From an optimization exercise on the open Yosys and OpenROAD flow, aimed at small area, a short achievable clock period and few clock cycles; shortcuts taken in it are not production practice.
The RTL was checked by simulation tests, not by an equivalence proof against the original design.
Power and IR drop assume default switching activity.

Design multiCycleCpu, start of the top module:
module multiCycleCpu (
  input  logic                              clk,
  input  logic                              reset,
  input  logic [32-1:0]        instr,
  input  logic [32-1:0]        dataReadData,
  output logic [32-1:0]        instrAddr,
  output logic [9-1:0]   dataAddr,
  output logic [32-1:0]        dataWriteData,
  output logic                              dataWrite
);
  localparam int W = 32;
  localparam int R = 32;
  logic [W-1:0] pc, pc1;
  logic [5:0]   fOp;
  logic [3:0]   fCode;
  logic         fAluOp, fRegOp, fBeq, fTaken;
  logic [4:0]   fRb;
  logic [15:0]  fLoSum, fLoCarry, pcHiInc, pcHiDec;
  logic [W-1:0] pcOther, pcNext;
  logic         selFetch;
  logic [W-1:0] fTarget;
  logic [W-1:0] ir, dAlt;
  logic         dValid, dReplay;
  logic         useAlt;
  logic [W-1:0] altPc;
  logic [3:0]   dCode;
  logic         dSub;
  logic         dRegOp, dImmOp, dZimm, dLoad, dStore, dBeq, dPredTaken;
  logic [4:0]   dRs, dRd, dRb;
  ...
For scale: roughly 140 I/O pins.
==> flow/config.mk <==
export PLATFORM = sky130hd
export DESIGN_NAME = multiCycleCpu
export DESIGN_NICKNAME = multiCycleCpu
export VERILOG_FILES = /design/flow/design.v
export SDC_FILE = /design/flow/constraint.sdc
export NUM_CORES = 4
export LEC_CHECK = 0
export CAP_MARGIN = 20
export CORE_MARGIN = 2
export CORE_UTILIZATION = 55
export CTS_CLUSTER_DIAMETER = 60
export CTS_CLUSTER_SIZE = 24
export SETUP_SLACK_MARGIN = 4.6
export SLEW_MARGIN = 20
export SYNTH_HIERARCHICAL = 1
export SYNTH_MINIMUM_KEEP_SIZE = 0
==> flow/constraint.sdc <==
create_clock -name core_clock -period 8.0 [get_ports {clk}]
set_input_delay 1.6000 -clock core_clock [delete_from_list [all_inputs] [get_ports {clk}]]
set_output_delay 1.6000 -clock core_clock [all_outputs]
set_load 0.01 [all_outputs]
run.sh (not shown) runs the stock make flow with config.mk's settings and CLKGATE_MAP_FILE= SYNTH_SCRIPT=/design/flow/synth_recipe.tcl, a recipe that flattens the netlist after the stock synthesis.
Testbench counts at the start, summed over its fixed seeds: cycles 12,958.
Edit:
Settings changed: SETUP_SLACK_MARGIN 4.6 to 4.3.
Core utilization went down by 1.7 points.
Power went down by 2.0%.
Cell area went down by 2.5%.
Setup slack loses 0.23 ns.
Wire length went down by about 1.2%.
First-iteration DRC count stays flat.
Die area is unchanged.
Global-route usage is about the same.
Edit:
Settings changed: CORE_UTILIZATION 55 to 65, SETUP_SLACK_MARGIN 4.3 to 4.6.
Global-route usage rose by 3.6 points.
Via count climbs by 1.9%.
Utilization came out higher by 13 points.
Design area is higher by 1.7%.
Final cell count goes down by 2.9%.


Starting RTL as in the previous note.
==> flow/design.v (excerpt) <==
module multiCycleCpu (
  input  logic                              clk,
  input  logic                              reset,
  input  logic [32-1:0]        instr,
  input  logic [32-1:0]        dataReadData,
  output logic [32-1:0]        instrAddr,
  output logic [9-1:0]   dataAddr,
  output logic [32-1:0]        dataWriteData,
  output logic                              dataWrite
);
export LEC_CHECK = 0
export CAP_MARGIN = 20
export CORE_MARGIN = 2
export CORE_UTILIZATION = 40
export SETUP_SLACK_MARGIN = 4.6
export SLEW_MARGIN = 20
export SYNTH_HIERARCHICAL = 1
export SYNTH_MINIMUM_KEEP_SIZE = 0
create_clock -name core_clock -period 8.0 [get_ports {clk}]
The starting point completed with no timing, DRC or antenna violations.
Testbench counts at the start, summed over its fixed seeds: cycles 12,958.
Then changed:
- ABC_AREA: default -> 1
- CORE_UTILIZATION: 40 -> 55
- CTS_CLUSTER_DIAMETER: default -> 60
- CTS_CLUSTER_SIZE: default -> 24
Final area grows by 11%.
Combinational power grows by about 10%.
Sequential share of layout area shrinks by 4.7 points.
Setup slack hardly moves.
Synthesized area grows by 14%.
Then changed:
- ABC_AREA: 1 -> default
- SETUP_SLACK_MARGIN: 4.6 -> 5.0
The new run produced a clean layout.
Via count falls by about 24%.
Final area shrinks by 7.3%.
Total power goes down by about 3.5%.
Register-to-register slack gets better by 130 ps.
Hold slack is better by 5.2 ps.
Combinational power hardly moves.
Global-route usage shrinks by 0.10 points.
Worst setup slack gets better by 45 ps.
Then changed:
- SETUP_SLACK_MARGIN: 5.0 -> 4.8
What happened:
- The new run completed with no timing, DRC or antenna violations
- total power goes up slightly
- utilization goes down by 1.2 points
- combinational power goes down by roughly a tenth
- synthesized cell count is unchanged
- fmax is about the same
- wire length goes down slightly
- non-clock buffer count goes down by 81
- worst setup slack got worse by 5.2 ps
- global-route usage goes down by 0.38 points
Then changed:
- CORE_UTILIZATION: 55 -> 50
- SETUP_SLACK_MARGIN: 4.8 -> 4.6
Outcome:
- power grows by 0.69%
- count of clock-buffer cells in the layout rose by 13
- die area grows by 9.9%
- critical path depth is higher by 1
- first-iteration DRC count drops by 5.3%
- synthesized cell count stays the same
- non-clock buffer count came out lower by 60
- global-route usage goes down by 5.2 points
- cell area fell by 1.4%
- via count goes down by 3.7%
- core utilization falls by 6.8 points

## what the ideal ports hide
Ports are ideal in the flow. The routed layouts listed here were re-timed in OpenROAD. Step 1 assumes that a clkbuf_16 drives the clock port and a buf_2 every other input. Step 2 moves the port delays by t, midway between the first and last clock arrival at a register: inputs arrive t later, outputs are due t later. That takes back most of the time a late clock gives input paths. Three values: ideal ports, drivers, drivers and shift; two values: the first two.
run	shift t [ns]	setup WS [ns]	worst hold slack (ns)	worst setup path at the end	worst register clock-pin slew, ns
the first run of note 1	0.801	4.570 / 4.561 / 3.822	0.307 / 0.307 / 0.307	input to register	0.09 / 0.09
the second run of note 1	0.806	4.340 / 4.268 / 3.578	0.339 / 0.339 / 0.339	input to register	0.09 / 0.09
the third run of note 1	0.782	4.498 / 4.535 / 3.752	0.341 / 0.341 / 0.341	input to register	0.09 / 0.09
the first run of note 2	0.842	4.555 / 4.559 / 3.765	0.327 / 0.327 / 0.327	input to register	0.07 / 0.07
the second run of note 2	0.834	4.554 / 4.534 / 3.921	0.339 / 0.339 / 0.339	input to register	0.09 / 0.09
the third run of note 2	0.816	4.599 / 4.649 / 3.833	0.344 / 0.344 / 0.344	input to register	0.09 / 0.09
the fourth run of note 2	0.805	4.594 / 4.635 / 3.829	0.349 / 0.349 / 0.349	input to register	0.09 / 0.09
the fifth run of note 2	0.839	4.569 / 4.553 / 3.798	0.339 / 0.339 / 0.339	input to register	0.09 / 0.09
After both steps every run listed still meets setup and hold. The setup slack of the first run of note 2, which loses most, moves by +0.004 ns with the drivers and by -0.790 ns with both steps.
